This design comes from an exercise in tuning for small area, a short achievable clock period and few clock cycles on the open sky130 flow, not from production work. Only simulation tests tie the RTL to the original design; equivalence was not proved. Power figures rest on the tool's default switching activity, not on a simulated workload.

**flow/design.v**
```verilog
module execute_calc_mc #(
    parameter int XLEN   = 32,
    parameter int MASK_W = XLEN / 8
) (
    input  logic              clk,
    input  logic              reset,
    input  logic              flush,
    input  logic              in_valid,
    output logic              in_ready,
    input  logic [3:0]        in_alu_op,
    input  logic [3:0]        in_br_op,
    input  logic [1:0]        in_mem_op,
    input  logic [2:0]        in_funct3,
    input  logic              in_use_rs2,
    input  logic [XLEN-1:0]   in_rs1_val,
    input  logic [XLEN-1:0]   in_rs2_val,
    input  logic [XLEN-1:0]   in_imm,
    input  logic [XLEN-1:0]   in_pc,
    output logic              out_valid,
    input  logic              out_ready,
    output logic [XLEN-1:0]   out_alu_result,
    output logic              out_cmp_eq,
    output logic              branch_taken_out,
    output logic [XLEN-1:0]   branch_target_out,
    output logic              mem_write_out,
    output logic              mem_read_out,
    output logic [XLEN-1:0]   mem_addr_out,
    output logic [XLEN-1:0]   mem_data_out,
    output logic [MASK_W-1:0] mem_mask_out,
    output logic              busy_out
);
    localparam logic [3:0] ALU_NONE = 4'd0,  ALU_ADD  = 4'd1,  ALU_SUB  = 4'd2,  ALU_AND  = 4'd3;
    localparam logic [3:0] ALU_OR   = 4'd4,  ALU_XOR  = 4'd5,  ALU_SLL  = 4'd6,  ALU_SRL  = 4'd7;
    localparam logic [3:0] ALU_SRA  = 4'd8,  ALU_SLT  = 4'd9,  ALU_SLTU = 4'd10, ALU_MUL  = 4'd11;
    localparam logic [3:0] ALU_MULH = 4'd12, ALU_DIV  = 4'd13, ALU_REM  = 4'd14, ALU_PASS = 4'd15;
    localparam logic [3:0] BR_NONE = 4'd0, BR_BEQ  = 4'd1, BR_BNE  = 4'd2,  BR_BLT  = 4'd3;
    localparam logic [3:0] BR_BGE  = 4'd4, BR_BLTU = 4'd5, BR_BGEU = 4'd6,  BR_BEQZ = 4'd7;
    localparam logic [3:0] BR_BNEZ = 4'd8, BR_JAL  = 4'd9, BR_JALR = 4'd10, BR_JR   = 4'd11;
    localparam logic [1:0] MEM_NONE = 2'd0, MEM_LOAD = 2'd1, MEM_STORE = 2'd2;
    localparam int K  = 8;             
    localparam int NM = XLEN / K;      
    localparam int TW = XLEN + K + 1;  
    typedef enum logic [1:0] {
        S_ONE = 2'd0,    
        S_MUL = 2'd1,    
        S_DAL = 2'd2,    
        S_DIT = 2'd3     
    } state_t;
    logic              p_valid;
    state_t            p_state;
    logic [XLEN-1:0]   p_a, p_b, p_rs2, p_tsum;
    logic [3:0]        p_alu_op, p_br_op;
    logic              p_mem_wr, p_mem_rd, p_mask1, p_mask2;
    logic [4:0]        p_cnt;
    logic              p_first, p_dmode, p_cy;
    logic [5:0]        p_clz_a, p_clz_b;
    logic              p_bz;
    logic              r_valid, r_eq, r_taken, r_mem_wr, r_mem_rd;
    logic [XLEN-1:0]   r_res, r_tgt, r_dat;
    logic [MASK_W-1:0] r_mask;
    logic out_free, p_last, move, accept, step;
    assign out_free = !r_valid || out_ready;
    assign in_ready = reset && (!p_valid || (p_last && out_free));
    assign accept   = in_valid && in_ready && !flush;
    assign move     = reset && !flush && p_valid && p_last && out_free;    
    assign step     = reset && !flush && p_valid && !p_last && out_free;   
    logic [XLEN-1:0] b_in, tsum_in;
    logic            jr_in;
    always_comb begin
        if (in_alu_op == ALU_ADD && in_mem_op != MEM_NONE)
            b_in = in_imm;
        else if (in_use_rs2 || in_br_op == BR_BEQZ || in_br_op == BR_BNEZ)
            b_in = in_rs2_val;
        else
            b_in = in_imm;
    end
    assign jr_in   = (in_br_op == BR_JALR) || (in_br_op == BR_JR);
    assign tsum_in = (jr_in ? in_rs1_val : in_pc) + in_imm;
    logic mem_wr_in, mem_rd_in, mask1_in, mask2_in;
    assign mem_wr_in = (in_mem_op == MEM_STORE) && (in_funct3 == 3'd0 || in_funct3 == 3'd1 ||
                                                     in_funct3 == 3'd2);
    assign mask1_in  = (in_mem_op == MEM_STORE) && (in_funct3 == 3'd1 || in_funct3 == 3'd2);
    assign mask2_in  = (in_mem_op == MEM_STORE) && (in_funct3 == 3'd2);
    assign mem_rd_in = (in_mem_op == MEM_LOAD) && (in_funct3 == 3'd0 || in_funct3 == 3'd1 ||
                                                    in_funct3 == 3'd2 || in_funct3 == 3'd4 ||
                                                    in_funct3 == 3'd5);
    logic is_mul_in, is_div_in;
    assign is_mul_in = (in_alu_op == ALU_MUL) || (in_alu_op == ALU_MULH);
    assign is_div_in = (in_alu_op == ALU_DIV) || (in_alu_op == ALU_REM);
    logic            do_sub;
    logic [XLEN:0]   addsub;
    logic            lt_u, lt_s;
    assign do_sub = (p_alu_op != ALU_ADD);
    assign addsub = {1'b0, p_a} + {1'b0, p_b ^ {XLEN{do_sub}}} + {{XLEN{1'b0}}, do_sub};
    assign lt_u   = !addsub[XLEN];
    assign lt_s   = (p_a[XLEN-1] ^ p_b[XLEN-1]) ? p_a[XLEN-1] : addsub[XLEN-1];
    function automatic logic [5:0] clz(input logic [XLEN-1:0] v);
        clz = 6'd32;
        for (int i = 0; i < XLEN; i++) if (v[i]) clz = XLEN - 1 - i;
    endfunction
    logic [6:0] shift_d;
    logic       dal_noiter;
    assign shift_d     = {1'b0, p_clz_b} - {1'b0, p_clz_a};
    assign dal_noiter  = p_bz || shift_d[6];
    logic            dal, sh_left, sh_fill;
    logic [XLEN-1:0] sh_src, sh_x, sh_r, sh_out;
    logic [4:0]      sh_amt;
    logic [2*XLEN-1:0] sh_w;
    assign dal     = (p_state == S_DAL);
    assign sh_left = dal || (p_alu_op == ALU_SLL);
    assign sh_fill = !dal && (p_alu_op == ALU_SRA) && p_a[XLEN-1];
    assign sh_src  = dal ? p_b : p_a;
    assign sh_amt  = dal ? (dal_noiter ? 5'd0 : shift_d[4:0]) : p_b[4:0];
    always_comb begin
        for (int i = 0; i < XLEN; i++) sh_x[i] = sh_left ? sh_src[XLEN-1-i] : sh_src[i];
    end
    assign sh_w = {{XLEN{sh_fill}}, sh_x} >> sh_amt;
    assign sh_r = sh_w[XLEN-1:0];
    always_comb begin
        for (int i = 0; i < XLEN; i++) sh_out[i] = sh_left ? sh_r[XLEN-1-i] : sh_r[i];
    end
    logic [XLEN-1:0] alu;
    always_comb begin
        case (p_alu_op)
            ALU_ADD, ALU_SUB:          alu = addsub[XLEN-1:0];
            ALU_AND:                   alu = p_a & p_b;
            ALU_OR:                    alu = p_a | p_b;
            ALU_XOR:                   alu = p_a ^ p_b;
            ALU_SLL, ALU_SRL, ALU_SRA: alu = sh_out;
            ALU_SLT:                   alu = {{(XLEN-1){1'b0}}, lt_s};
            ALU_SLTU:                  alu = {{(XLEN-1){1'b0}}, lt_u};
            ALU_PASS:                  alu = p_b;
            default:                   alu = '0;
        endcase
    end
    localparam int NR = K + 2;           
    logic [TW-2:0]   rows [NR];          
    logic [XLEN-1:0] hs, hc;
    logic            cy_in;
    assign hs    = p_first ? '0 : r_dat;
    assign hc    = p_first ? '0 : r_tgt;
    assign cy_in = p_first ? 1'b0 : p_cy;
    always_comb begin
        rows[0] = {{K{1'b0}}, hs};
        rows[1] = {{K{1'b0}}, hc};
        for (int i = 0; i < K; i++)
            rows[i+2] = ({{K{1'b0}}, p_a & {XLEN{p_b[i]}}}) << i;
    end
    function automatic logic [2*(TW-1)-1:0] fa3(input logic [TW-2:0] x, input logic [TW-2:0] y,
                                                 input logic [TW-2:0] z);
        logic [TW-2:0] sm, cr;
        sm = x ^ y ^ z;
        cr = ((x & y) | (x & z) | (y & z)) << 1;
        fa3 = {cr, sm};
    endfunction
    logic [TW-2:0] l1 [7];
    logic [TW-2:0] l2 [5];
    logic [TW-2:0] l3 [4];
    logic [TW-2:0] l4 [3];
    logic [TW-2:0] cs_s, cs_c;
    always_comb begin
        {l1[1], l1[0]} = fa3(rows[0], rows[1], rows[2]);
        {l1[3], l1[2]} = fa3(rows[3], rows[4], rows[5]);
        {l1[5], l1[4]} = fa3(rows[6], rows[7], rows[8]);
        l1[6] = rows[9];
        {l2[1], l2[0]} = fa3(l1[0], l1[1], l1[2]);
        {l2[3], l2[2]} = fa3(l1[3], l1[4], l1[5]);
        l2[4] = l1[6];
        {l3[1], l3[0]} = fa3(l2[0], l2[1], l2[2]);
        l3[2] = l2[3];
        l3[3] = l2[4];
        {l4[1], l4[0]} = fa3(l3[0], l3[1], l3[2]);
        l4[2] = l3[3];
        {cs_c, cs_s} = fa3(l4[0], l4[1], l4[2]);
    end
    logic [K:0]      low;                
    assign low = {1'b0, cs_s[K-1:0]} + {1'b0, cs_c[K-1:0]} + {{K{1'b0}}, cy_in};
    logic [XLEN:0]   cpa;
    logic            qbit, cnt_zero;
    logic [XLEN-1:0] rem_nx, quo_nx, mlo_nx, md_res;
    assign cpa    = {1'b0, r_dat} + {1'b0, r_tgt} + {{XLEN{1'b0}}, (p_dmode ? 1'b1 : p_cy)};
    assign qbit   = cpa[XLEN];
    assign rem_nx = qbit ? cpa[XLEN-1:0] : r_dat;
    assign quo_nx = {r_res[XLEN-2:0], qbit};
    assign mlo_nx = {low[K-1:0], p_b[XLEN-1:K]};
    assign cnt_zero = (p_cnt == 5'd0);
    always_comb begin
        case (p_state)
            S_MUL:   md_res = (p_alu_op == ALU_MULH) ? cpa[XLEN-1:0] : mlo_nx;
            default: md_res = (p_alu_op == ALU_REM) ? rem_nx : quo_nx;
        endcase
    end
    always_comb begin
        case (p_state)
            S_ONE:   p_last = 1'b1;
            S_DAL:   p_last = 1'b0;
            default: p_last = cnt_zero;
        endcase
    end
    logic [XLEN-1:0] res, tgt;
    logic            eq_now, eq, taken, p_eq;
    assign res    = (p_state == S_ONE) ? alu : md_res;
    assign eq_now = (p_a == p_b);
    assign eq     = (p_state == S_ONE) ? eq_now : p_eq;
    always_comb begin
        case (p_br_op)
            BR_BEQ, BR_BEQZ:        taken = eq;
            BR_BNE, BR_BNEZ:        taken = !eq;
            BR_BLT, BR_BLTU:        taken = res[0];
            BR_BGE, BR_BGEU:        taken = !res[0];
            BR_JAL, BR_JALR, BR_JR: taken = 1'b1;
            default:                taken = 1'b0;
        endcase
    end
    assign tgt = (p_br_op == BR_NONE) ? '0 :
                 {p_tsum[XLEN-1:1], p_tsum[0] && !(p_br_op == BR_JALR || p_br_op == BR_JR)};
    always_ff @(posedge clk) begin
        if (!reset || flush) begin
            p_valid <= 1'b0;
            r_valid <= 1'b0;
        end else begin
            if (accept)    p_valid <= 1'b1;
            else if (move) p_valid <= 1'b0;
            if (move)                      r_valid <= 1'b1;
            else if (step || out_ready)    r_valid <= 1'b0;
        end
    end
    always_ff @(posedge clk) begin
        if (accept) begin
            p_a      <= in_rs1_val;
            p_b      <= b_in;
            p_rs2    <= in_rs2_val;
            p_tsum   <= tsum_in;
            p_alu_op <= in_alu_op;
            p_br_op  <= in_br_op;
            p_mem_wr <= mem_wr_in;
            p_mem_rd <= mem_rd_in;
            p_mask1  <= mask1_in;
            p_mask2  <= mask2_in;
            p_state  <= is_mul_in ? S_MUL : (is_div_in ? S_DAL : S_ONE);
            p_cnt    <= (in_alu_op == ALU_MULH) ? NM : NM - 1;
            p_first  <= is_mul_in;
            p_dmode  <= is_div_in;
            p_clz_a  <= clz(in_rs1_val);
            p_clz_b  <= clz(b_in);
            p_bz     <= (b_in == '0);
        end else if (step) begin
            if (p_first || dal) p_eq <= eq_now;
            case (p_state)
                S_MUL: begin
                    p_cnt   <= p_cnt - 5'd1;
                    p_first <= 1'b0;
                    p_b     <= mlo_nx;
                    p_cy    <= low[K];
                end
                S_DAL: begin
                    p_state <= S_DIT;
                    p_cnt   <= dal_noiter ? 5'd0 : shift_d[4:0];
                end
                S_DIT: begin
                    p_cnt <= p_cnt - 5'd1;
                end
                default: ;
            endcase
        end
    end
    always_ff @(posedge clk) begin
        if (move) begin
            r_res    <= res;
            r_tgt    <= tgt;
            r_dat    <= p_rs2;
            r_eq     <= eq;
            r_taken  <= taken;
            r_mem_wr <= p_mem_wr;
            r_mem_rd <= p_mem_rd;
            r_mask   <= {p_mask2, p_mask2, p_mask1, p_mem_wr};
        end else if (step) begin
            case (p_state)
                S_MUL: begin
                    r_dat <= cs_s[TW-2:K];
                    r_tgt <= cs_c[TW-2:K];
                end
                S_DAL: begin
                    r_dat <= p_a;
                    r_tgt <= ~sh_out;
                    r_res <= {XLEN{p_bz}};
                end
                S_DIT: begin
                    r_dat <= rem_nx;
                    r_res <= quo_nx;
                    r_tgt <= {1'b1, r_tgt[XLEN-1:1]};
                end
                default: ;
            endcase
        end
    end
    assign out_valid         = r_valid;
    assign out_alu_result    = r_res;
    assign out_cmp_eq        = r_eq;
    assign branch_taken_out  = r_taken;
    assign branch_target_out = r_tgt;
    assign mem_write_out     = r_valid && r_mem_wr;
    assign mem_read_out      = r_valid && r_mem_rd;
    assign mem_addr_out      = r_res;
    assign mem_data_out      = r_dat;
    assign mem_mask_out      = r_mask;
    assign busy_out          = p_valid;
endmodule
```
**flow/flow/run.sh**
```bash
#!/bin/bash
# The standard ORFS layout (standard.sh, unchanged synthesis), with two settings of
# how the layout is made: the resizer repairs setup timing toward a tighter target
# (SETUP_SLACK_MARGIN, an optimisation margin only; the SDC and clock are the standard flow's), and the
# port buffers that the flow inserts on every input and output are buf_1 cells.
# The full tool output goes to standard.log in this folder.
set -o pipefail
export SETUP_SLACK_MARGIN=6.5
export BUFFER_PORTS_ARGS="-buffer_cell sky130_fd_sc_hd__buf_1"
bash standard.sh > standard.log 2>&1
```
**flow/standard.sh**
```bash
#!/bin/bash
# synth_recipe.tcl (not shown) runs the flow's synth.tcl, then flattens the netlist and writes it again
# the make line also repeats each setting of config.mk as NAME=value (left out here)
make -C /OpenROAD-flow-scripts/flow DESIGN_CONFIG=/design/flow/config.mk WORK_HOME=/design/flow/orfs CLKGATE_MAP_FILE= SYNTH_SCRIPT=/design/flow/synth_recipe.tcl "${@:-finish}"
```
**flow/config.mk**
```make
export PLATFORM = sky130hd
export DESIGN_NAME = execute_calc_mc
export DESIGN_NICKNAME = execute_calc_mc
export VERILOG_FILES = /design/flow/design.v
export SDC_FILE = /design/flow/constraint.sdc
export NUM_CORES = 4
export LEC_CHECK = 0
export CAP_MARGIN = 20
export CORE_MARGIN = 2
export CORE_UTILIZATION = 40
export SLEW_MARGIN = 20
```
**flow/constraint.sdc**
```tcl
create_clock -name core_clock -period 12.0 [get_ports {clk}]
set_input_delay 2.4000 -clock core_clock [delete_from_list [all_inputs] [get_ports {clk}]]
set_output_delay 2.4000 -clock core_clock [all_outputs]
set_load 0.01 [all_outputs]
```
==> impl_results.rst, run 1 <==
.. list-table::
   :header-rows: 1

   * - Metric
     - Value
   * - Clock Tree Root
     - sky130_fd_sc_hd__clkbuf_16
   * - CP Depth
     - 17
   * - Number of diodes added for antenna fixing
     - 0
   * - Die span in x
     - 289.3 microns
   * - Area of the mapped netlist
     - 32560 sq um
   * - Starting density of the core
     - 40.42%
   * - Startpoint type of the worst setup path
     - primary input
   * - Total negative slack
     - 0 ps
   * - Worst Path Arrival
     - 5850 ps
   * - Worst Setup Path Type
     - in2reg
   * - Number of enable-type register cells in the synthesized netlist
     - 266
   * - Count of endpoints failing hold in the final timing report
     - 0
   * - Transition time at the pin with the least slew margin
     - 1195 ps
   * - Maximum operating frequency
     - 0.1811 GHz
   * - Shortest period the worst path allows
     - 5522 ps
   * - Number of clock sinks
     - 268
   * - Router iterations before antenna repair
     - 6
   * - Max-capacitance violation count
     - 0
   * - RSZ-0062 raised after global routing
     - true
   * - Critical Path Max Stage Delay
     - 380 ps
   * - Area contributors post-synth
     - sky130_fd_sc_hd__edfxtp_1 25%, sky130_fd_sc_hd__fa_1 15%, sky130_fd_sc_hd__ha_1 7.2%
   * - WP buf/inv
     - 2
   * - Layout net count
     - 4512
   * - Total clock buffers created by CTS
     - 34
   * - Sum of routed wire length over all layers
     - 149900 microns
   * - Maximum number of pins on one net before global-route repair
     - 80
   * - Core ar.
     - 80550 sq um
   * - Detailed-route vias per instance
     - 6.177
   * - Fraction of the cycle the final worst path needs
     - 46.02%
   * - Total of flip-flops plus latches after synthesis
     - 268
   * - Average cell area after synthesis
     - 8.759 sq um
   * - Run status
     - finished clean
   * - Cell depth of the worst min-delay path
     - 0
   * - Count of yosys warnings during synthesis
     - 6
   * - Largest fanout on the critical path
     - 8
   * - Cell Rows
     - 104
   * - Primary FF master, synth
     - sky130_fd_sc_hd__edfxtp_1
   * - Buffers from clock root to sink, at most
     - 3
   * - GRT Resource Usage Total
     - 35.34%
   * - Required time at the worst-slack endpoint
     - 12320 ps
   * - Worst slew margin relative to its limit
     - 20.07%
   * - Top Family by Delay on Critical Path
     - compound AO/OA/AOI/OAI gates
   * - Leakage power summed over all cells
     - 14.54 nW
   * - Average wire per standard cell
     - 29.91 microns
   * - Quantity of I/O buffers inserted on ports
     - 285
   * - Biggest area consumer among synthesized cells
     - sky130_fd_sc_hd__edfxtp_1
   * - TritonCTS clock tree
     - built
   * - Max-slew violations
     - 0
   * - Fraction of final layout cells sized beyond drive strength 1
     - 8.302%
   * - Gr ovfl total
     - 0
   * - Global-route wire length before repair
     - 211800 microns
   * - VDD IR max
     - 0.00006238 V
   * - Gate count of the mapped netlist
     - 3717
   * - H-Tree Level Count
     - 2
   * - Nets in the synthesized netlist
     - 4304
   * - Area share of the largest cell type after synthesis
     - 24.53%
   * - Layout Skew
     - 21.44 ps
   * - Post-CTS clock slew at the launch and capture registers of the worst setup and hold paths
     - 60 ps
   * - Hold WC Path Type
     - reg2reg
   * - Setup slack of the worst register-to-register path
     - 6640 ps
   * - Initial antenna violation count
     - 3
   * - DRC marker count from the first detailed-route iteration
     - 3810
   * - I/O pins
     - 286
   * - Gp weighted congestion
     - 1.089
   * - Residual DRC
     - 0
   * - Register-to-Register Path Depth
     - 15
   * - Worst-skew pair later-pin latency
     - 580 ps
   * - Share of synthesized area occupied by flip-flops and latches
     - 24.66%
   * - Via count
     - 30950
   * - Post-synthesis to final-layout area growth
     - 11.87%
   * - Crit-path cells
     - buf_1, nand3b_1, buf_12, mux2_4, ha_4, fa_2, a21o_1, a21oi_2, a21boi_2, o41a_1, o221a_4, a311oi_4, o31ai_4, nor4_4, o21bai_1, a21oi_1, xnor2_1
   * - Number of unique standard cell types used by synthesis
     - 93
   * - Standard cell with the maximum stage delay on the critical path
     - sky130_fd_sc_hd__o41a_1
   * - Endpoints failing setup
     - 0
   * - Proportion of register bits with asynchronous set or reset after synthesis
     - 0%
   * - Estimated wirelength of the detail-placed design
     - 117400 microns
   * - ANT nets after route
     - 0
   * - Die footprint
     - 83690 sq um
   * - Setup crit end kind
     - flip-flop
   * - Die span in y
     - 289.3 microns
   * - Leading cell type in the layout, fill and taps excluded
     - sky130_fd_sc_hd__nor2_1
   * - Most frequent cells in the layout
     - 480 x sky130_fd_sc_hd__nor2_1, 325 x sky130_fd_sc_hd__inv_1, 321 x sky130_fd_sc_hd__nand2_1
   * - Via count of the first global-routing pass
     - 29280
   * - Power Dens Cells
     - 97.94 nW/um^2
   * - Worst hold slack after final layout
     - 418.6 ps
cell families (layout without fill, tap and decap cells):
kind of cell | after synthesis | in the layout | share of synthesized area, %
buf+inv | 583 | 817 | 7.421
simple gates | 1105 | 1105 | 14.87
mux | 274 | 274 | 8.816
fa+ha+maj | 440 | 440 | 22.72
xor+xnor | 126 | 126 | 3.389
flops | 268 | 268 | 24.66
compound gates | 921 | 921 | 18.13
sequential cells by signal, indices dropped and copies added, names as in the netlist, 2 cells and up:
name	count
p_br_op	4
p_clz_a	6
r_dat	32
p_cnt	5
r_res	32
p_tsum	32
p_b	32
r_tgt	32
p_state	2
p_a	32
p_clz_b	6
r_mask	3
p_alu_op	4
p_rs2	32
Yosys cell counts (all sizes together), types with 8 or more instances:
| cell | count |
|---|---|
| a211oi | 26 |
| edfxtp | 266 |
| a311oi | 12 |
| o2111ai | 8 |
| o211ai | 67 |
| o21bai | 18 |
| nand4 | 9 |
| or3 | 15 |
| buf | 84 |
| fa | 252 |
| o21a | 17 |
| nand3 | 37 |
| clkinv | 30 |
| clkbuf | 133 |
| and3 | 15 |
| nor2 | 486 |
| o22ai | 8 |
| nor2b | 69 |
| o31ai | 17 |
| a21o | 48 |
| mux2i | 202 |
| nor4 | 19 |
| a221oi | 27 |
| o311ai | 8 |
| xnor2 | 94 |
| a22oi | 30 |
| inv | 336 |
| a2111oi | 12 |
| a31oi | 53 |
| mux2 | 69 |
| nor3 | 61 |
| o21ai | 205 |
| ha | 188 |
| a21oi | 275 |
| and2 | 11 |
| a221o | 10 |
| nand2b | 26 |
| o221ai | 20 |
| a21boi | 9 |
| nand2 | 323 |
| xor2 | 32 |
report_power, final:
part           internal, mW  total [mW]  switching, mW
registers              1.09        1.14         0.0523
logic                 0.500        1.31          0.815
clock network         0.651        1.11          0.461
total                  2.24        3.57           1.33
stage by stage:
stage | utilization, % | total power [mW] | instance area (sq um) | std cells | worst slack [ps]
3_3_place_gp | 42.96 | 2.394 | 34600 | 4910 | 5248
3_5_place_dp | 42.96 | 2.397 | 34600 | 4910 | 5230
6_report | 45.22 | 3.567 | 36420 | 5011 | 6478
4_1_cts | 44.70 | 3.517 | 36000 | 4987 | 6418
2_1_floorplan | - | 1.934 | 32660 | 3717 | 5905
5_1_grt | 45.22 | 3.723 | 36420 | 5011 | 6348
metal layers:
layer | GRT usage (%) | vias to the layer above | part of all wire (%) | wire (microns)
li1 | - | 13430 | - | -
met1 | 47.85 | 15260 | 40 | 59410
met2 | 51.89 | 1909 | 42 | 63180
met3 | 10.03 | 354 | 12 | 18400
met4 | 16.55 | 4 | 5.8 | 8679
met5 | 1.477 | - | 0.13 | 192
area by class of cell:
type / count / area [sq um]
clock buffers: 40 / 893.4
clock inverters: 22 / 285.3
fillers: 8048 / 44120
inverters: 366 / 1418
multi-input cells: 2866 / 22510
flip-flops and latches: 268 / 8028
well taps: 1060 / 1326
repair buffers: 389 / 1966
path summary, 6_finish.rpt:
check / end / start
worst min register to register: r_mask[1] / p_mask1
worst min-delay path: r_mask[1] / p_mask1
worst max-delay path: p_tsum[30] / in_br_op[3]
worst max register to register: r_res[31] / p_a[2]
what timing repair did:
item                                    4_1_cts  5_1_grt
hold buffers                                  0        0
endpoints found under the setup margin       16       15
buffers inserted                             13       23
resized for setup                            13       51
pin swaps                                     6       16
endpoints found under the hold margin         0        0
gates cloned                                  2        0
Testbench counts, summed over its fixed seeds: cycles 46,361.
==> run 2: changes to the inputs <==
--- a/flow/design.v
+++ b/flow/design.v
@@ -53,8 +53,8 @@
     logic              p_mem_wr, p_mem_rd, p_mask1, p_mask2;
     logic [4:0]        p_cnt;
     logic              p_first, p_dmode, p_cy;
-    logic [5:0]        p_clz_a, p_clz_b;
-    logic              p_bz;
+    logic [4:0]        p_shift;
+    logic              p_bz, p_noiter;
     logic              r_valid, r_eq, r_taken, r_mem_wr, r_mem_rd;
     logic [XLEN-1:0]   r_res, r_tgt, r_dat;
     logic [MASK_W-1:0] r_mask;
@@ -98,10 +98,8 @@
         clz = 6'd32;
         for (int i = 0; i < XLEN; i++) if (v[i]) clz = XLEN - 1 - i;
     endfunction
-    logic [6:0] shift_d;
-    logic       dal_noiter;
-    assign shift_d     = {1'b0, p_clz_b} - {1'b0, p_clz_a};
-    assign dal_noiter  = p_bz || shift_d[6];
+    logic [6:0] shift_in;
+    assign shift_in = {1'b0, clz(b_in)} - {1'b0, clz(in_rs1_val)};
     logic            dal, sh_left, sh_fill;
     logic [XLEN-1:0] sh_src, sh_x, sh_r, sh_out;
     logic [4:0]      sh_amt;
@@ -110,7 +108,7 @@
     assign sh_left = dal || (p_alu_op == ALU_SLL);
     assign sh_fill = !dal && (p_alu_op == ALU_SRA) && p_a[XLEN-1];
     assign sh_src  = dal ? p_b : p_a;
-    assign sh_amt  = dal ? (dal_noiter ? 5'd0 : shift_d[4:0]) : p_b[4:0];
+    assign sh_amt  = dal ? p_shift : p_b[4:0];
     always_comb begin
         for (int i = 0; i < XLEN; i++) sh_x[i] = sh_left ? sh_src[XLEN-1-i] : sh_src[i];
     end
@@ -187,13 +185,14 @@
     always_comb begin
         case (p_state)
             S_MUL:   md_res = (p_alu_op == ALU_MULH) ? cpa[XLEN-1:0] : mlo_nx;
+            S_DAL:   md_res = (p_alu_op == ALU_REM) ? p_a : {XLEN{p_bz}};
             default: md_res = (p_alu_op == ALU_REM) ? rem_nx : quo_nx;
         endcase
     end
     always_comb begin
         case (p_state)
             S_ONE:   p_last = 1'b1;
-            S_DAL:   p_last = 1'b0;
+            S_DAL:   p_last = p_noiter;
             default: p_last = cnt_zero;
         endcase
     end
@@ -201,7 +200,7 @@
     logic            eq_now, eq, taken, p_eq;
     assign res    = (p_state == S_ONE) ? alu : md_res;
     assign eq_now = (p_a == p_b);
-    assign eq     = (p_state == S_ONE) ? eq_now : p_eq;
+    assign eq     = (p_state == S_ONE || p_state == S_DAL) ? eq_now : p_eq;
     always_comb begin
         case (p_br_op)
             BR_BEQ, BR_BEQZ:        taken = eq;
@@ -241,9 +240,9 @@
             p_cnt    <= (in_alu_op == ALU_MULH) ? NM : NM - 1;
             p_first  <= is_mul_in;
             p_dmode  <= is_div_in;
-            p_clz_a  <= clz(in_rs1_val);
-            p_clz_b  <= clz(b_in);
+            p_shift  <= shift_in[4:0];
             p_bz     <= (b_in == '0);
+            p_noiter <= (b_in == '0) || shift_in[6];
         end else if (step) begin
             if (p_first || dal) p_eq <= eq_now;
             case (p_state)
@@ -255,7 +254,7 @@
                 end
                 S_DAL: begin
                     p_state <= S_DIT;
-                    p_cnt   <= dal_noiter ? 5'd0 : shift_d[4:0];
+                    p_cnt   <= p_shift;
                 end
                 S_DIT: begin
                     p_cnt <= p_cnt - 5'd1;
@@ -283,7 +282,7 @@
                 S_DAL: begin
                     r_dat <= p_a;
                     r_tgt <= ~sh_out;
-                    r_res <= {XLEN{p_bz}};
+                    r_res <= '0;
                 end
                 S_DIT: begin
                     r_dat <= rem_nx;
==> run 2 against run 1 <==
Against the previous run: setup slack better by 78 ps; fmax up 1.4%; core utilization up 0.13 points; flip-flop and latch count down 6; critical path depth down 11; register-to-register slack worse by 20 ps; combinational power up 5%; critical path type is now in2out.
==> impl_results.rst, run 2 <==
.. list-table::
   :header-rows: 1

   * - Metric
     - Value
   * - Run status
     - finished clean
   * - Total negative slack
     - 0 ps (unchanged)
   * - Largest fanout on the critical path
     - 3 (-5)
   * - Detailed-route vias per instance
     - 6.300 (+2.0%)
   * - Gp weighted congestion
     - 1.093 (+0.36%)
   * - Ranking of synthesized cells by instance count
     - 536 x sky130_fd_sc_hd__nor2_1, 350 x sky130_fd_sc_hd__inv_1, 309 x sky130_fd_sc_hd__a21oi_1, 273 x sky130_fd_sc_hd__nand2_1, 260 x sky130_fd_sc_hd__edfxtp_1
   * - Leading cell type in the layout, fill and taps excluded
     - sky130_fd_sc_hd__nor2_1
   * - Count leader, synth
     - sky130_fd_sc_hd__nor2_1
   * - Crit-path cells
     - buf_1, nand2b_4, nand2_1, nand2_1, and2_1, buf_1
   * - Layout Skew
     - 27.55 ps (+6.107 ps)
   * - Launching instance or port of the critical path
     - out_ready
   * - Area after DPL
     - 34560 sq um (-0.11%)
   * - Count of endpoints failing hold in the final timing report
     - 0 (unchanged)
   * - Average wire per standard cell
     - 30.17 microns (+0.88%)
   * - Endpoints failing setup
     - 0 (unchanged)
   * - TritonCTS clock tree
     - built
   * - Hold WC Path Type
     - reg2reg
   * - ANT nets after route
     - 0 (unchanged)
   * - Required time at the worst-slack endpoint
     - 9600 ps (-2720 ps)
   * - I/O pins
     - 286 (unchanged)
   * - Total clock buffers created by CTS
     - 34 (unchanged)
   * - Worst Path Arrival
     - 3040 ps (-2810 ps)
   * - Core ar.
     - 80550 sq um (unchanged)
   * - H-Tree Level Count
     - 2 (unchanged)
   * - Clock Tree Root
     - sky130_fd_sc_hd__clkbuf_16
   * - Reg-to-Reg Start
     - r_tgt[0]
   * - Fraction of final layout cells sized beyond drive strength 1
     - 9.413% (+1.1 points)
   * - Share of total power in combinational logic
     - 38.8% (+2.0 points)
   * - Overall power after layout
     - 3.529 mW (-1.1%)
   * - Post-route cell area
     - 36530 sq um (+0.28%)
   * - Most frequent cells in the layout
     - 528 x sky130_fd_sc_hd__nor2_1, 346 x sky130_fd_sc_hd__inv_1, 295 x sky130_fd_sc_hd__a21oi_1
   * - Buffers from clock root to sink, at most
     - 3 (unchanged)
   * - Endpoint of the worst register-to-register path
     - r_res[0]
   * - Share of synthesized area occupied by flip-flops and latches
     - 24.13% (-0.52 points)
   * - Residual DRC
     - 0 (unchanged)
   * - Gate count of the mapped netlist
     - 3764 (+1.3%)
   * - Instance count after placement with tap cells included
     - 4957 (+0.96%)
   * - Global-route wire length before repair
     - 212600 microns (+0.37%)
   * - Cell Rows
     - 104 (unchanged)
   * - Die span in x
     - 289.1 microns (about the same)
   * - RSZ-0062 raised after global routing
     - true
   * - Quantity of I/O buffers inserted on ports
     - 285 (unchanged)
   * - Estimated wirelength of the detail-placed design
     - 115700 microns (-1.5%)
   * - Nets in the synthesized netlist
     - 4355 (+1.2%)
   * - Transition time at the pin with the least slew margin
     - 1126 ps (-68.79 ps)
   * - HP Start
     - p_mem_rd
   * - VDD IR max
     - 0.00009358 V (+50%)
   * - Starting density of the core
     - 40.37% (-0.053 points)
   * - Post-synthesis to final-layout area growth
     - 12.33%
   * - Gr ovfl total
     - 0 (unchanged)
   * - Setup crit end kind
     - output port
   * - Portion of total power attributed to the clock network
     - 29.6% (-1.6 points)
   * - Post-CTS clock slew at the launch and capture registers of the worst setup and hold paths
     - 70 ps (about the same)
   * - Via count of the first global-routing pass
     - 29630 (+1.2%)
   * - Shortest period the worst path allows
     - 5444 ps (-78.05 ps)
   * - Die span in y
     - 289.1 microns (about the same)
   * - Worst slew margin relative to its limit
     - 24.95% (+4.9 points)
   * - Startpoint type of the worst setup path
     - primary input
   * - Count of yosys warnings during synthesis
     - 6 (unchanged)
   * - Number of enable-type register cells in the synthesized netlist
     - 260 (-2.3%)
   * - Layout net count
     - 4570 (+1.3%)
   * - Setup slack of the worst register-to-register path
     - 6620 ps (-20 ps)
   * - Sum of routed wire length over all layers
     - 152900 microns (+2.1%)
   * - Leakage power summed over all cells
     - 14.54 nW (about the same)
   * - Fraction of the cycle the final worst path needs
     - 45.37% (-0.65 points)
   * - Register-to-Register Path Depth
     - 15 (unchanged)
   * - Router iterations before antenna repair
     - 9 (+3)
   * - Total of flip-flops plus latches after synthesis
     - 262 (-2.2%)
   * - Non-filler instance count after layout
     - 5069 (+1.2%)
   * - Primary FF master, synth
     - sky130_fd_sc_hd__edfxtp_1
   * - Biggest area consumer among synthesized cells
     - sky130_fd_sc_hd__edfxtp_1
   * - Worst Setup Path Type
     - in2out
   * - Internal Power
     - 2.176 mW (-2.8%)
   * - Switching component of the power
     - 1.353 mW (+1.9%)
   * - Via count
     - 31940 (+3.2%)
   * - Maximum operating frequency
     - 0.1837 GHz (+1.4%)
   * - Area of the mapped netlist
     - 32520 sq um (-0.13%)
   * - Area contributors post-synth
     - sky130_fd_sc_hd__edfxtp_1 24%, sky130_fd_sc_hd__fa_1 16%, sky130_fd_sc_hd__ha_1 7.4%
   * - Proportion of register bits with asynchronous set or reset after synthesis
     - 0% (unchanged)
   * - DRC marker count from the first detailed-route iteration
     - 4338 (+14%)
   * - Max-slew violations
     - 0 (unchanged)
   * - Proportion of power drawn by flip-flops and latches
     - 31.5% (-0.5 points)
   * - Quantity of hold-fixing buffers added after cts
     - 0 (unchanged)
   * - Capturing instance or port of the critical path
     - in_ready
   * - Average cell area after synthesis
     - 8.639 sq um (-1.4%)
   * - Power Dens Cells
     - 96.60 nW/um^2 (-1.4%)
   * - Number of clock sinks
     - 262 (-2.2%)
   * - Initial antenna violation count
     - 12 (+9)
   * - Die footprint
     - 83590 sq um (-0.13%)
   * - Worst-skew pair later-pin latency
     - 600 ps (+20 ps)
   * - GRT Resource Usage Total
     - 35.56% (+0.21 points)
   * - Net switching fraction of the power
     - 38.33% (+1.1 points)
   * - Number of unique standard cell types used by synthesis
     - 90 (-3.2%)
   * - Standard cell with the maximum stage delay on the critical path
     - sky130_fd_sc_hd__and2_1
   * - Area share of the largest cell type after synthesis
     - 24.01% (-0.52 points)
   * - Max-capacitance violation count
     - 0 (unchanged)
   * - Critical Path Max Stage Delay
     - 170 ps (-210 ps)
   * - Maximum number of pins on one net before global-route repair
     - 101 (+26%)
[run 2: worst min path at each step]
stage | endpoint | cells after the start
5_1_grt | r_mask[0] | 0
2_1_floorplan | r_mask[0] | 0
3_3_place_gp | r_mask[0] | 0
4_1_cts | r_mem_rd | 0
6_report | r_mem_rd | 0
3_5_place_dp | r_mask[2] | 0
[run 2: routing by layer]
metal	global-route usage [%]	vias up	routed length, microns
li1	-	13630	-
met1	48.61	15670	60340
met2	50.97	2223	62690
met3	12.58	410	21580
met4	14.51	4	8298
met5	0	-	31
[run 2: cell type report]
type / count / area, sq um
Antenna cell: 4 / 10.01
Clock buffer: 38 / 865.8
Clock inverter: 24 / 221.5
Fill cell: 7924 / 44020
Inverter: 385 / 1479
Multi-Input combinational cell: 2884 / 22530
Sequential cell: 262 / 7848
Tap cell: 1060 / 1326
Timing Repair Buffer: 412 / 2250
[run 2: critical path, delay by kind of cell]
| kind | cells | cell delay [ps] |
|---|---|---|
| simple gates | 4 | 450 |
| buf+inv | 2 | 200 |
[run 2: cells by family after synthesis]
logic type | after synthesis | share of synthesized area, %
buffers and inverters | 618 | 7.938
AND/OR/NAND/NOR | 1109 | 14.90
AO/OA/AOI/OAI | 1015 | 19.79
adder cells (fa/ha/maj) | 444 | 22.90
flip-flops | 262 | 24.13
multiplexers | 190 | 6.949
XOR/XNOR | 126 | 3.394
[run 2: repair_timing]
item / in CTS / in global routing
pin swaps: 4 / 26
setup buffers: 13 / 28
setup endpoints to repair: 23 / 22
gates cloned: 1 / 4
gates resized for setup: 29 / 65
[run 2: metrics by stage]
step	util [%]	hold slack, ps	worst slack [ps]
after floorplan	-	400.3	6503
after detailed placement	42.91	405.9	5058
after global routing	45.34	425.1	6439
after global placement	42.91	402.2	4989
after CTS	44.57	407.5	6341
final	45.35	410.5	6556
[run 2: power groups by stage]
stage / clock network [mW] / logic [mW] / registers, mW
final: 1.05 / 1.37 / 1.11
after global routing: 1.08 / 1.49 / 1.11
after CTS: 1.04 / 1.31 / 1.11
after detailed placement: 0 / 1.26 / 1.13
after global placement: 0 / 1.26 / 1.13
after floorplan: 0 / 0.824 / 1.11
Testbench counts of run 2, summed over its fixed seeds: cycles 45,988.
==> run 3: changes to the inputs <==
--- a/flow/flow/run.sh
+++ b/flow/flow/run.sh
@@ -5,6 +5,6 @@
 # port buffers that the flow inserts on every input and output are buf_1 cells.
 # The full tool output goes to standard.log in this folder.
 set -o pipefail
-export SETUP_SLACK_MARGIN=6.5
+export SETUP_SLACK_MARGIN=6.75
 export BUFFER_PORTS_ARGS="-buffer_cell sky130_fd_sc_hd__buf_1"
 bash standard.sh > standard.log 2>&1
==> run 3 against run 2 <==
Against the previous run: area after synthesis unchanged; critical endpoint is now r_taken; synthesized cell count unchanged; global-route usage rose by 0.86 points; first-iteration DRC count shrank 4.3%.
==> impl_results.rst, run 3 <==
.. list-table::
   :header-rows: 1

   * - Metric
     - Value
   * - Run status
     - finished clean
   * - Number of enable-type register cells in the synthesized netlist
     - 260 (unchanged)
   * - Via count of the first global-routing pass
     - 29930 (+0.99%)
   * - Starting density of the core
     - 40.37% (unchanged)
   * - Worst Path Arrival
     - 5800 ps (+2760 ps)
   * - Post-synthesis to final-layout area growth
     - 14.33%
   * - Cell Rows
     - 104 (unchanged)
   * - Area after DPL
     - 34650 sq um (+0.26%)
   * - Fraction of the cycle the final worst path needs
     - 45.28% (-0.092 points)
   * - Biggest area consumer among synthesized cells
     - sky130_fd_sc_hd__edfxtp_1
   * - Worst hold slack after final layout
     - 425.7 ps (+15.25 ps)
   * - Leakage power summed over all cells
     - 14.81 nW (+1.8%)
   * - Layout net count
     - 4598 (+0.61%)
   * - Critical Path Max Stage Delay
     - 1120 ps (+950 ps)
   * - Quantity of hold-fixing buffers added after cts
     - 0 (unchanged)
   * - Global-route wire length before repair
     - 217300 microns (+2.2%)
   * - Sum of routed wire length over all layers
     - 156400 microns (+2.2%)
   * - Die footprint
     - 83590 sq um (unchanged)
   * - Maximum operating frequency
     - 0.1841 GHz (+0.20%)
   * - Worst Setup Path Type
     - reg2reg
   * - Largest fanout on the critical path
     - 32 (+29)
   * - DRC marker count from the first detailed-route iteration
     - 4151 (-4.3%)
   * - Ranking of synthesized cells by instance count
     - 536 x sky130_fd_sc_hd__nor2_1, 350 x sky130_fd_sc_hd__inv_1, 309 x sky130_fd_sc_hd__a21oi_1, 273 x sky130_fd_sc_hd__nand2_1, 260 x sky130_fd_sc_hd__edfxtp_1
   * - Maximum number of pins on one net before global-route repair
     - 101 (unchanged)
   * - Nets in the synthesized netlist
     - 4355 (unchanged)
   * - GRT Resource Usage Total
     - 36.42% (+0.86 points)
   * - Required time at the worst-slack endpoint
     - 12370 ps (+2770 ps)
   * - Layout Skew
     - 19.43 ps (-8.117 ps)
   * - Leading cell type in the layout, fill and taps excluded
     - sky130_fd_sc_hd__nor2_1
   * - Max-capacitance violation count
     - 0 (unchanged)
   * - Via count
     - 31880 (-0.17%)
   * - Proportion of register bits with asynchronous set or reset after synthesis
     - 0% (unchanged)
   * - Transition time at the pin with the least slew margin
     - 1343 ps (+217.2 ps)
   * - Hold WC Path Type
     - reg2reg
   * - Startpoint type of the worst setup path
     - flip-flop
   * - Post-route cell area
     - 37180 sq um (+1.8%)
   * - Buffers from clock root to sink, at most
     - 3 (unchanged)
   * - Worst slew margin relative to its limit
     - 9.644% (-15 points)
   * - Area of the mapped netlist
     - 32520 sq um (unchanged)
   * - Detailed-route vias per instance
     - 6.262 (-0.60%)
   * - RSZ-0062 raised after global routing
     - true
   * - Core ar.
     - 80550 sq um (unchanged)
   * - Residual DRC
     - 0 (unchanged)
   * - Setup crit end kind
     - flip-flop
   * - Total clock buffers created by CTS
     - 34 (unchanged)
   * - Count of endpoints failing hold in the final timing report
     - 0 (unchanged)
   * - ANT nets after route
     - 0 (unchanged)
   * - Initial antenna violation count
     - 9 (-3)
   * - Pre-CTS WS
     - 5290 ps (+232.4 ps)
   * - Endpoints failing setup
     - 0 (unchanged)
   * - Gr ovfl total
     - 0 (unchanged)
   * - Fraction of final layout cells sized beyond drive strength 1
     - 10.50% (+1.1 points)
   * - Total of flip-flops plus latches after synthesis
     - 262 (unchanged)
   * - Power Dens Cells
     - 96.48 nW/um^2 (-0.13%)
   * - Fill cells
     - 7894 (-0.38%)
   * - Average cell area after synthesis
     - 8.639 sq um (unchanged)
   * - Total negative slack
     - 0 ps (unchanged)
   * - Share of synthesized area occupied by flip-flops and latches
     - 24.13% (unchanged)
   * - Average wire per standard cell
     - 30.71 microns (+1.8%)
   * - Max-slew violations
     - 0 (unchanged)
   * - Gate count of the mapped netlist
     - 3764 (unchanged)
   * - Area share of the largest cell type after synthesis
     - 24.01% (unchanged)
   * - Worst Setup Slack, final
     - 6567 ps (+10.99 ps)
   * - Count leader, synth
     - sky130_fd_sc_hd__nor2_1
   * - TritonCTS clock tree
     - built
   * - Register-to-Register Path Depth
     - 9 (-6)
   * - Primary FF master, synth
     - sky130_fd_sc_hd__edfxtp_1
   * - Shortest period the worst path allows
     - 5433 ps (-10.99 ps)
   * - Die span in y
     - 289.1 microns (unchanged)
   * - Area contributors post-synth
     - sky130_fd_sc_hd__edfxtp_1 24%, sky130_fd_sc_hd__fa_1 16%, sky130_fd_sc_hd__ha_1 7.4%
   * - Clock Tree Root
     - sky130_fd_sc_hd__clkbuf_16
   * - Number of unique standard cell types used by synthesis
     - 90 (unchanged)
   * - Router iterations before antenna repair
     - 9 (unchanged)
   * - Die span in x
     - 289.1 microns (unchanged)
   * - Quantity of I/O buffers inserted on ports
     - 285 (unchanged)
   * - Crit-path cells
     - inv_2, ha_1, nor4_1, nand4_1, o31ai_1, a21oi_1, a2111oi_0, o21ai_1, a311oi_1
   * - Gp weighted congestion
     - 1.071 (-2.0%)
   * - H-Tree Level Count
     - 2 (unchanged)
   * - Standard cell with the maximum stage delay on the critical path
     - sky130_fd_sc_hd__nor4_1
   * - Cell depth of the worst min-delay path
     - 0 (unchanged)
   * - Post-CTS clock slew at the launch and capture registers of the worst setup and hold paths
     - 60 ps (about the same)
   * - Estimated wirelength of the detail-placed design
     - 118000 microns (+1.9%)
   * - Worst-skew pair later-pin latency
     - 570 ps (-30 ps)
   * - VDD IR max
     - 0.00009182 V (-1.9%)
   * - Count of yosys warnings during synthesis
     - 6 (unchanged)
   * - I/O pins
     - 286 (unchanged)
   * - Number of clock sinks
     - 262 (unchanged)
   * - Most frequent cells in the layout
     - 528 x sky130_fd_sc_hd__nor2_1, 344 x sky130_fd_sc_hd__inv_1, 292 x sky130_fd_sc_hd__a21oi_1
==> run 3: logic make-up after synthesis <==
| family | count (synthesis) | share of synthesized area, % |
|---|---|---|
| and+or+nand+nor | 1109 | 14.90 |
| AOI/OAI and AO/OA | 1015 | 19.79 |
| buffers and inverters | 618 | 7.938 |
| adders and majority gates | 444 | 22.90 |
| DFF | 262 | 24.13 |
| muxes | 190 | 6.949 |
| xor gates and xnor gates | 126 | 3.394 |
==> run 3: area by class of cell <==
| cell class | instances | area, sq um | share of cell area [%] |
|---|---|---|---|
| Inverter | 385 | 1486 | 3.998 |
| Tap cell | 1060 | 1326 | 3.568 |
| Clock inverter | 20 | 217.7 | 0.5856 |
| Multi-Input combinational cell | 2884 | 22760 | 61.21 |
| Antenna cell | 1 | 2.502 | 0.006731 |
| Clock buffer | 39 | 869.6 | 2.339 |
| Timing Repair Buffer | 440 | 2670 | 7.182 |
| Sequential cell | 262 | 7848 | 21.11 |
==> run 3: worst max-delay path: cells and delay by family, from the launching register on <==
family                     cells  cell delay, ps
and+or+nand+nor                2            1770
AOI/OAI and AO/OA              5            1760
buffers and inverters          1             740
DFF                            1             510
adders and majority gates      1             430
==> run 3: through the flow <==
step / std cells / util [%] / power, mW
global route: 5090 / 46.15 / 3.733
detailed placement: 4960 / 43.02 / 2.393
finish: 5091 / 46.15 / 3.587
floorplan: 3764 / - / 1.934
CTS: 5054 / 45.38 / 3.494
global placement: 4960 / 43.02 / 2.391
==> run 3: routing by layer <==
metal  vias up  GRT usage, %  wire length (microns)
met5         -             0                     42
met3       406         12.31                  20930
li1      13660             -                      -
met2      2106         51.98                  64180
met1     15700         49.30                  61760
met4        10         17.55                   9455
==> run 3: what timing repair did <==
action,CTS,global route
endpoints found under the setup margin,38,27
pin swaps,26,44
gates resized for setup,82,59
buffers inserted,29,32
cloned,6,4
==> run 3: power by group <==
part,internal (mW),total (mW),switching (mW)
Sequential,1.07,1.11,0.0428
Clock,0.591,1.04,0.451
Combinational,0.577,1.43,0.858
==> run 3: path summary, 6_finish.rpt <==
path	from	end	slack (ps)
worst max-delay path	p_b[7]	r_taken	6570
worst min register to register	p_mem_wr	r_mask[0]	430
worst max register to register	p_b[7]	r_taken	6570
worst min-delay path	p_mem_wr	r_mask[0]	430
==> run 4: changes to the inputs <==
--- a/flow/flow/run.sh
+++ b/flow/flow/run.sh
@@ -5,6 +5,6 @@
 # port buffers that the flow inserts on every input and output are buf_1 cells.
 # The full tool output goes to standard.log in this folder.
 set -o pipefail
-export SETUP_SLACK_MARGIN=6.75
+export SETUP_SLACK_MARGIN=6.5
 export BUFFER_PORTS_ARGS="-buffer_cell sky130_fd_sc_hd__buf_1"
 bash standard.sh > standard.log 2>&1
--- a/flow/config.mk
+++ b/flow/config.mk
@@ -7,5 +7,5 @@
 export LEC_CHECK = 0
 export CAP_MARGIN = 20
 export CORE_MARGIN = 2
-export CORE_UTILIZATION = 40
+export CORE_UTILIZATION = 50
 export SLEW_MARGIN = 20
==> run 4 against run 3 <==
Against the previous run: first-iteration DRC count down 0.24%; wire length decreased by 2.1%; register-to-register slack lost 90 ps; global-route usage increased by 8.3 points; combinational power fell by 6%; critical endpoint unchanged; core utilization is 10 points higher; area after synthesis is the same; highest routed layer unchanged; hold slack got worse by 8.6 ps.
==> impl_results.rst, run 4 <==
.. list-table::
   :header-rows: 1

   * - Metric
     - Value
   * - Total negative slack
     - 0 ps (unchanged)
   * - Layout net count
     - 4547 (-1.1%)
   * - WP buf/inv
     - 1 (unchanged)
   * - Via count
     - 31620 (-0.83%)
   * - Top Family by Delay on Critical Path
     - compound AO/OA/AOI/OAI gates
   * - Biggest area consumer among synthesized cells
     - sky130_fd_sc_hd__edfxtp_1
   * - Detailed-route vias per instance
     - 6.536 (+4.4%)
   * - Sum of routed wire length over all layers
     - 153100 microns (-2.1%)
   * - Maximum operating frequency
     - 0.1809 GHz (-1.7%)
   * - Gp weighted congestion
     - 1.077 (+0.61%)
   * - H-Tree Level Count
     - 2 (unchanged)
   * - Area share of the largest cell type after synthesis
     - 24.01% (unchanged)
   * - Number of clock sinks
     - 262 (unchanged)
   * - Number of enable-type register cells in the synthesized netlist
     - 260 (unchanged)
   * - GRT Resource Usage Total
     - 44.76% (+8.3 points)
   * - Proportion of power drawn by flip-flops and latches
     - 30.9% (about the same)
   * - Area contributors post-synth
     - sky130_fd_sc_hd__edfxtp_1 24%, sky130_fd_sc_hd__fa_1 16%, sky130_fd_sc_hd__ha_1 7.4%
   * - Internal Power
     - 2.271 mW (+1.6%)
   * - Endpoints failing setup
     - 0 (unchanged)
   * - Buffers from clock root to sink, at most
     - 3 (unchanged)
   * - Net switching fraction of the power
     - 36.97% (-0.71 points)
   * - Max-capacitance violation count
     - 0 (unchanged)
   * - Switching component of the power
     - 1.332 mW (-1.4%)
   * - Quantity of hold-fixing buffers added after cts
     - 0 (unchanged)
   * - Maximum number of pins on one net before global-route repair
     - 101 (unchanged)
   * - Overall power after layout
     - 3.603 mW (+0.45%)
   * - DRC marker count from the first detailed-route iteration
     - 4141 (-0.24%)
   * - Largest fanout on the critical path
     - 4 (-88%)
   * - Residual DRC
     - 0 (unchanged)
   * - Average wire per standard cell
     - 31.66 microns (+3.1%)
   * - Hold WC Path Type
     - reg2reg
   * - Cell mode on critical path
     - sky130_fd_sc_hd__fa_1
   * - Total area of multi-input combinational cells
     - 22490 sq um (-1.2%)
   * - Router iterations before antenna repair
     - 6 (-3)
   * - Layout Skew
     - 28.62 ps (+9.190 ps)
   * - Die span in x
     - 259.0 microns (-10%)
   * - Gr ovfl total
     - 0 (unchanged)
   * - Fraction of the cycle the final worst path needs
     - 46.06% (+0.78 points)
   * - TritonCTS clock tree
     - built
   * - Crit-path cells
     - inv_1, fa_1, fa_1, nor2b_1, o31ai_1, a31oi_1, o21a_1, o31ai_2, a21oi_1, a211o_2, nand2_1, o311ai_1, o2111ai_2, a311oi_1
   * - Max-slew violations
     - 0 (unchanged)
   * - Transition time at the pin with the least slew margin
     - 1211 ps (-132.3 ps)
   * - Worst hold slack after final layout
     - 417.1 ps (-8.602 ps)
   * - Area used by sequential logic in the layout
     - 7848 sq um (unchanged)
   * - Die span in y
     - 259.0 microns (-10%)
   * - Fraction of final layout cells sized beyond drive strength 1
     - 8.673% (-1.8 points)
   * - Most frequent cells in the layout
     - 528 x sky130_fd_sc_hd__nor2_1, 347 x sky130_fd_sc_hd__inv_1, 297 x sky130_fd_sc_hd__a21oi_1
   * - Starting density of the core
     - 50.53% (+10 points)
   * - Gate count of the mapped netlist
     - 3764 (unchanged)
   * - Share of total power in combinational logic
     - 37.3% (-2.7 points)
   * - Nets in the synthesized netlist
     - 4355 (unchanged)
   * - Count leader, synth
     - sky130_fd_sc_hd__nor2_1
   * - Worst Setup Path Type
     - reg2reg
   * - I/O pins
     - 286 (unchanged)
   * - Total clock buffers created by CTS
     - 35 (+2.9%)
   * - Area of the mapped netlist
     - 32520 sq um (unchanged)
   * - Total of flip-flops plus latches after synthesis
     - 262 (unchanged)
   * - Setup crit end kind
     - flip-flop
   * - VDD IR max
     - 0.0001210 V (+32%)
   * - Startpoint type of the worst setup path
     - flip-flop
   * - Die footprint
     - 67090 sq um (-20%)
   * - Portion of total power attributed to the clock network
     - 31.8% (+2.7 points)
   * - Run status
     - finished clean
   * - Leading cell type in the layout, fill and taps excluded
     - sky130_fd_sc_hd__nor2_1
   * - Required time at the worst-slack endpoint
     - 12400 ps (+30 ps)
   * - Count of endpoints failing hold in the final timing report
     - 0 (unchanged)
   * - ANT nets after route
     - 0 (unchanged)
   * - Clock Tree Root
     - sky130_fd_sc_hd__clkbuf_16
   * - Worst-skew pair later-pin latency
     - 590 ps (+20 ps)
   * - Share of synthesized area occupied by flip-flops and latches
     - 24.13% (unchanged)
   * - Initial antenna violation count
     - 5 (-4)
   * - Number of unique standard cell types used by synthesis
     - 90 (unchanged)
   * - Via count of the first global-routing pass
     - 29820 (-0.37%)
   * - Global-route wire length before repair
     - 213900 microns (-1.6%)
   * - Worst Path Arrival
     - 5930 ps (+130 ps)
   * - Power Dens Cells
     - 99.65 nW/um^2 (+3.3%)
   * - Worst slew margin relative to its limit
     - 19.07% (+9.4 points)
   * - Standard cell with the maximum stage delay on the critical path
     - sky130_fd_sc_hd__o311ai_1
   * - Ranking of synthesized cells by instance count
     - 536 x sky130_fd_sc_hd__nor2_1, 350 x sky130_fd_sc_hd__inv_1, 309 x sky130_fd_sc_hd__a21oi_1, 273 x sky130_fd_sc_hd__nand2_1, 260 x sky130_fd_sc_hd__edfxtp_1
   * - RSZ-0062 raised after global routing
     - true
   * - Proportion of register bits with asynchronous set or reset after synthesis
     - 0% (unchanged)
   * - Count of yosys warnings during synthesis
     - 6 (unchanged)
   * - Fill cells
     - 6089 (-23%)
   * - Shortest period the worst path allows
     - 5527 ps (+94.03 ps)
   * - Cell Rows
     - 93 (-11%)
   * - Leakage power summed over all cells
     - 14.47 nW (-2.2%)
   * - Post-synthesis to final-layout area growth
     - 11.19%
   * - Critical Path Max Stage Delay
     - 690 ps (-430 ps)
   * - Quantity of I/O buffers inserted on ports
     - 285 (unchanged)
   * - Core ar.
     - 64350 sq um (-20%)
   * - Average cell area after synthesis
     - 8.639 sq um (unchanged)
   * - Post-CTS clock slew at the launch and capture registers of the worst setup and hold paths
     - 70 ps (about the same)
   * - Primary FF master, synth
     - sky130_fd_sc_hd__edfxtp_1
   * - Estimated wirelength of the detail-placed design
     - 116800 microns (-1.0%)
run 4: cell count changes in the layout (fill, tap and decap cells not counted), moves of 4 or more:
cell	delta
sky130_fd_sc_hd__mux2_2	+4
sky130_fd_sc_hd__a21oi_2	-4
sky130_fd_sc_hd__ha_1	+11
sky130_fd_sc_hd__o21ai_0	+6
sky130_fd_sc_hd__ha_4	-10
sky130_fd_sc_hd__clkinvlp_4	-4
sky130_fd_sc_hd__a21oi_1	+5
sky130_fd_sc_hd__buf_12	-6
sky130_fd_sc_hd__mux2_4	-4
sky130_fd_sc_hd__o21ai_1	-4
sky130_fd_sc_hd__buf_4	-35
sky130_fd_sc_hd__buf_6	-5
run 4: power groups by stage:
stage	combinational (mW)	clock (mW)	sequential [mW]
finish	1.34	1.14	1.11
global route	1.45	1.18	1.11
CTS	1.30	1.15	1.11
detailed placement	1.26	0	1.13
global placement	1.26	0	1.13
floorplan	0.824	0	1.11
run 4: final cells by class:
class	count	share of cell area, %
Clock buffer	43	2.561
Sequential cell	262	21.71
Timing Repair Buffer	388	5.631
Clock inverter	16	0.8202
Inverter	385	4.104
Tap cell	855	2.959
Multi-Input combinational cell	2884	62.19
Antenna cell	4	0.02769
run 4: what timing repair did:
| action | 4_1_cts | 5_1_grt |
|---|---|---|
| endpoints found under the hold margin | 0 | 0 |
| pin swaps | 5 | 15 |
| endpoints found under the setup margin | 32 | 13 |
| buffers inserted | 10 | 17 |
| gates resized for setup | 39 | 45 |
| gates cloned | 2 | 2 |
run 4: cell families after synthesis:
group           Yosys count  share of synthesized area, %
simple gates           1109                         14.90
compound gates         1015                         19.79
buf+inv                 618                         7.938
fa+ha+maj               444                         22.90
flops                   262                         24.13
mux                     190                         6.949
xor+xnor                126                         3.394
run 4: through the flow:
step / instance area [sq um] / setup WS [ps] / util, % / instances
2_1_floorplan: 32610 / 6503 / - / 3764
3_3_place_gp: 34240 / 5293 / 53.22 / 4743
3_5_place_dp: 34250 / 5295 / 53.23 / 4743
4_1_cts: 35790 / 6497 / 55.61 / 4814
5_1_grt: 36140 / 6453 / 56.17 / 4833
6_report: 36150 / 6473 / 56.19 / 4837
run 4: metal layers:
metal / track usage (%) / vias up / routed length [microns]
met5: 1.852 / - / 187
met4: 22.99 / 4 / 9499
met3: 13.90 / 427 / 20070
met2: 65.49 / 2156 / 64690
met1: 59.46 / 15450 / 58690
li1: - / 13580 / -
run 4: final timing paths:
kind | start | slack, ps | cells after the start | end
max | r_dat[0] | 6470 | 14 | r_taken
min | p_mask2 | 420 | 0 | r_mask[2]
max reg2reg | r_dat[0] | 6470 | 14 | r_taken
min reg2reg | p_mask2 | 420 | 0 | r_mask[2]
==> run 5: changes to the inputs <==
--- a/flow/design.v
+++ b/flow/design.v
@@ -52,7 +52,7 @@
     logic [3:0]        p_alu_op, p_br_op;
     logic              p_mem_wr, p_mem_rd, p_mask1, p_mask2;
     logic [4:0]        p_cnt;
-    logic              p_first, p_dmode, p_cy;
+    logic              p_first, p_cy;
     logic [4:0]        p_shift;
     logic              p_bz, p_noiter;
     logic              r_valid, r_eq, r_taken, r_mem_wr, r_mem_rd;
@@ -90,8 +90,10 @@
     logic            do_sub;
     logic [XLEN:0]   addsub;
     logic            lt_u, lt_s;
-    assign do_sub = (p_alu_op != ALU_ADD);
-    assign addsub = {1'b0, p_a} + {1'b0, p_b ^ {XLEN{do_sub}}} + {{XLEN{1'b0}}, do_sub};
+    logic            add_cin;
+    assign do_sub  = (p_alu_op != ALU_ADD) && (p_state != S_MUL);
+    assign add_cin = do_sub || ((p_state == S_MUL) && p_cy);
+    assign addsub  = {1'b0, p_a} + {1'b0, p_b ^ {XLEN{do_sub}}} + {{XLEN{1'b0}}, add_cin};
     assign lt_u   = !addsub[XLEN];
     assign lt_s   = (p_a[XLEN-1] ^ p_b[XLEN-1]) ? p_a[XLEN-1] : addsub[XLEN-1];
     function automatic logic [5:0] clz(input logic [XLEN-1:0] v);
@@ -173,18 +175,16 @@
     end
     logic [K:0]      low;                
     assign low = {1'b0, cs_s[K-1:0]} + {1'b0, cs_c[K-1:0]} + {{K{1'b0}}, cy_in};
-    logic [XLEN:0]   cpa;
     logic            qbit, cnt_zero;
     logic [XLEN-1:0] rem_nx, quo_nx, mlo_nx, md_res;
-    assign cpa    = {1'b0, r_dat} + {1'b0, r_tgt} + {{XLEN{1'b0}}, (p_dmode ? 1'b1 : p_cy)};
-    assign qbit   = cpa[XLEN];
-    assign rem_nx = qbit ? cpa[XLEN-1:0] : r_dat;
+    assign qbit   = addsub[XLEN];
+    assign rem_nx = qbit ? addsub[XLEN-1:0] : p_a;
     assign quo_nx = {r_res[XLEN-2:0], qbit};
     assign mlo_nx = {low[K-1:0], p_b[XLEN-1:K]};
     assign cnt_zero = (p_cnt == 5'd0);
     always_comb begin
         case (p_state)
-            S_MUL:   md_res = (p_alu_op == ALU_MULH) ? cpa[XLEN-1:0] : mlo_nx;
+            S_MUL:   md_res = (p_alu_op == ALU_MULH) ? addsub[XLEN-1:0] : mlo_nx;
             S_DAL:   md_res = (p_alu_op == ALU_REM) ? p_a : {XLEN{p_bz}};
             default: md_res = (p_alu_op == ALU_REM) ? rem_nx : quo_nx;
         endcase
@@ -239,7 +239,6 @@
             p_state  <= is_mul_in ? S_MUL : (is_div_in ? S_DAL : S_ONE);
             p_cnt    <= (in_alu_op == ALU_MULH) ? NM : NM - 1;
             p_first  <= is_mul_in;
-            p_dmode  <= is_div_in;
             p_shift  <= shift_in[4:0];
             p_bz     <= (b_in == '0);
             p_noiter <= (b_in == '0) || shift_in[6];
@@ -249,15 +248,23 @@
                 S_MUL: begin
                     p_cnt   <= p_cnt - 5'd1;
                     p_first <= 1'b0;
-                    p_b     <= mlo_nx;
                     p_cy    <= low[K];
+                    if (p_alu_op == ALU_MULH && p_cnt == 5'd1) begin
+                        p_a <= cs_s[TW-2:K];
+                        p_b <= cs_c[TW-2:K];
+                    end else begin
+                        p_b <= mlo_nx;
+                    end
                 end
                 S_DAL: begin
                     p_state <= S_DIT;
                     p_cnt   <= p_shift;
+                    p_b     <= sh_out;
                 end
                 S_DIT: begin
                     p_cnt <= p_cnt - 5'd1;
+                    p_a   <= rem_nx;
+                    p_b   <= {1'b0, p_b[XLEN-1:1]};
                 end
                 default: ;
             endcase
@@ -279,16 +286,8 @@
                     r_dat <= cs_s[TW-2:K];
                     r_tgt <= cs_c[TW-2:K];
                 end
-                S_DAL: begin
-                    r_dat <= p_a;
-                    r_tgt <= ~sh_out;
-                    r_res <= '0;
-                end
-                S_DIT: begin
-                    r_dat <= rem_nx;
-                    r_res <= quo_nx;
-                    r_tgt <= {1'b1, r_tgt[XLEN-1:1]};
-                end
+                S_DAL: r_res <= '0;
+                S_DIT: r_res <= quo_nx;
                 default: ;
             endcase
         end
--- a/flow/config.mk
+++ b/flow/config.mk
@@ -7,5 +7,5 @@
 export LEC_CHECK = 0
 export CAP_MARGIN = 20
 export CORE_MARGIN = 2
-export CORE_UTILIZATION = 50
+export CORE_UTILIZATION = 40
 export SLEW_MARGIN = 20
==> run 5 against run 4 <==
Against the previous run: fmax down 2.6%; non-clock buffer count up 33; clock skew down 3.7 ps; hold slack worse by 1.6 ps; area after synthesis down 2.8%; register-to-register slack about the same; sequential power up 46%; core utilization down 10 points; final cell count up 2.4%; critical endpoint is now p_noiter.
==> impl_results.rst, run 5 <==
.. list-table::
   :header-rows: 1

   * - Metric
     - Value
   * - Worst Setup Path Type
     - in2reg
   * - Biggest area consumer among synthesized cells
     - sky130_fd_sc_hd__edfxtp_1
   * - Shortest period the worst path allows
     - 5675 ps (+148.1 ps)
   * - ANT nets after route
     - 0 (unchanged)
   * - Maximum operating frequency
     - 0.1762 GHz (-2.6%)
   * - Detailed-route vias per instance
     - 6.460 (-1.2%)
   * - Max-slew violations
     - 0 (unchanged)
   * - Run status
     - finished clean
   * - Most frequent cells in the layout
     - 521 x sky130_fd_sc_hd__nand2_1, 400 x sky130_fd_sc_hd__nor2_1, 278 x sky130_fd_sc_hd__buf_1
   * - Estimated wirelength of the detail-placed design
     - 125800 microns (+7.7%)
   * - Leakage power summed over all cells
     - 14.74 nW (+1.8%)
   * - Die span in y
     - 285.0 microns (+10%)
   * - Cell Rows
     - 103 (+11%)
   * - Quantity of hold-fixing buffers added after cts
     - 0 (unchanged)
   * - Share of synthesized area occupied by flip-flops and latches
     - 24.75% (+0.61 points)
   * - Gp weighted congestion
     - 1.072 (-0.47%)
   * - Worst-skew pair later-pin latency
     - 580 ps (about the same)
   * - Leading cell type in the layout, fill and taps excluded
     - sky130_fd_sc_hd__nand2_1
   * - Proportion of register bits with asynchronous set or reset after synthesis
     - 0% (unchanged)
   * - Layout Skew
     - 24.94 ps (-3.678 ps)
   * - Gate count of the mapped netlist
     - 3683 (-2.2%)
   * - Layout net count
     - 4436 (-2.4%)
   * - Average cell area after synthesis
     - 8.578 sq um (-0.71%)
   * - Primary FF master, synth
     - sky130_fd_sc_hd__edfxtp_1
   * - Number of enable-type register cells in the synthesized netlist
     - 259 (-0.38%)
   * - Count of yosys warnings during synthesis
     - 6 (unchanged)
   * - TritonCTS clock tree
     - built
   * - Number of unique standard cell types used by synthesis
     - 81 (-10%)
   * - Area share of the largest cell type after synthesis
     - 24.62% (+0.61 points)
   * - Initial antenna violation count
     - 9 (+4)
   * - Area fraction in compound gates after synthesis
     - 17.45% (-2.3 points)
   * - Number of clock sinks
     - 261 (-0.38%)
   * - Area after DPL
     - 33720 sq um (-1.5%)
   * - Transition time at the pin with the least slew margin
     - 1294 ps (+82.91 ps)
   * - Standard cell with the maximum stage delay on the critical path
     - sky130_fd_sc_hd__o31ai_1
   * - Area of the mapped netlist
     - 31590 sq um (-2.8%)
   * - Endpoints failing setup
     - 0 (unchanged)
   * - H-Tree Level Count
     - 2 (unchanged)
   * - Area used by sequential logic in the layout
     - 7818 sq um (-0.38%)
   * - Die span in x
     - 285.0 microns (+10%)
   * - Main combinational cell family by area after synthesis
     - adder cells
   * - Average wire per standard cell
     - 33.68 microns (+6.4%)
   * - Sum of routed wire length over all layers
     - 166800 microns (+8.9%)
   * - Worst Path Arrival
     - 6000 ps (+70 ps)
   * - Router iterations before antenna repair
     - 8 (+2)
   * - Setup crit end kind
     - flip-flop
   * - Area contributors post-synth
     - sky130_fd_sc_hd__edfxtp_1 25%, sky130_fd_sc_hd__fa_1 16%, sky130_fd_sc_hd__ha_1 6.4%
   * - RSZ-0062 raised after global routing
     - true
   * - Die footprint
     - 81240 sq um (+21%)
run 5: cell types whose count changed after synthesis, moves of 29 or more:
cell and change:
sky130_fd_sc_hd__ha_1 -30, sky130_fd_sc_hd__a21oi_1 -95, sky130_fd_sc_hd__nor2_1 -129, sky130_fd_sc_hd__nand2_1 +250, sky130_fd_sc_hd__a211oi_1 +31, sky130_fd_sc_hd__inv_1 -74, sky130_fd_sc_hd__clkbuf_1 +29, sky130_fd_sc_hd__mux2i_1 +50
run 5: path summary, 6_finish.rpt:
check           startpoint         to  slack [ps]  cells after the start
max          in_rs1_val[3]   p_noiter        6320                     19
min               p_mem_wr  r_mask[0]         420                      0
max reg2reg         p_b[0]  r_res[29]        6470                     17
min reg2reg       p_mem_wr  r_mask[0]         420                      0
run 5: repair_timing:
item / CTS / global route
gates cloned: 5 / 3
pin swaps: 14 / 17
gates resized for setup: 67 / 68
setup endpoints to repair: 82 / 76
buffers inserted: 27 / 12
run 5: final cells by class:
cell class | count | area share, %
Clock inverter | 20 | 0.5815
Antenna cell | 3 | 0.02089
Tap cell | 1050 | 3.656
Timing Repair Buffer | 421 | 6.843
Inverter | 292 | 3.148
Sequential cell | 261 | 21.76
Multi-Input combinational cell | 2865 | 61.43
Clock buffer | 41 | 2.559
run 5: logic make-up after synthesis:
kind of cell / count (synthesis)
buf+inv: 557
fa+ha+maj: 413
xor+xnor: 101
simple gates: 1247
flops: 261
mux: 240
compound gates: 864
run 5: critical path: cells and delay by family:
family / cells / cell delay [ps]
AO/OA/AOI/OAI: 9 / 2030
AND/OR/NAND/NOR: 6 / 720
buffers and inverters: 3 / 480
adder cells (fa/ha/maj): 1 / 380
run 5: routing by layer:
layer / share of wire [%] / track usage (%)
met1: 36 / 49.61
met2: 41 / 56.53
met3: 14 / 14.42
met4: 9.3 / 29.90
met5: 0.020 / 0
run 5: where the power goes:
| part | switching (mW) | internal, mW |
|---|---|---|
| logic | 5.26 | 2.98 |
| clock network | 0.461 | 0.634 |
| registers | 0.176 | 1.44 |
| total | 5.90 | 5.05 |
run 5: through the flow:
step                      instances  setup slack [ps]  total power [mW]  hold slack, ps
after floorplan                3683              6005             5.824           400.3
after global placement         4841              5355             9.093           407.0
after detailed placement       4841              5329             9.091           405.6
after CTS                      4934              6359             10.36           417.1
after global routing           4950              6198             11.40           423.9
final                          4953              6325             10.95           415.5
Testbench counts of run 5, summed over its fixed seeds: cycles 45,988.
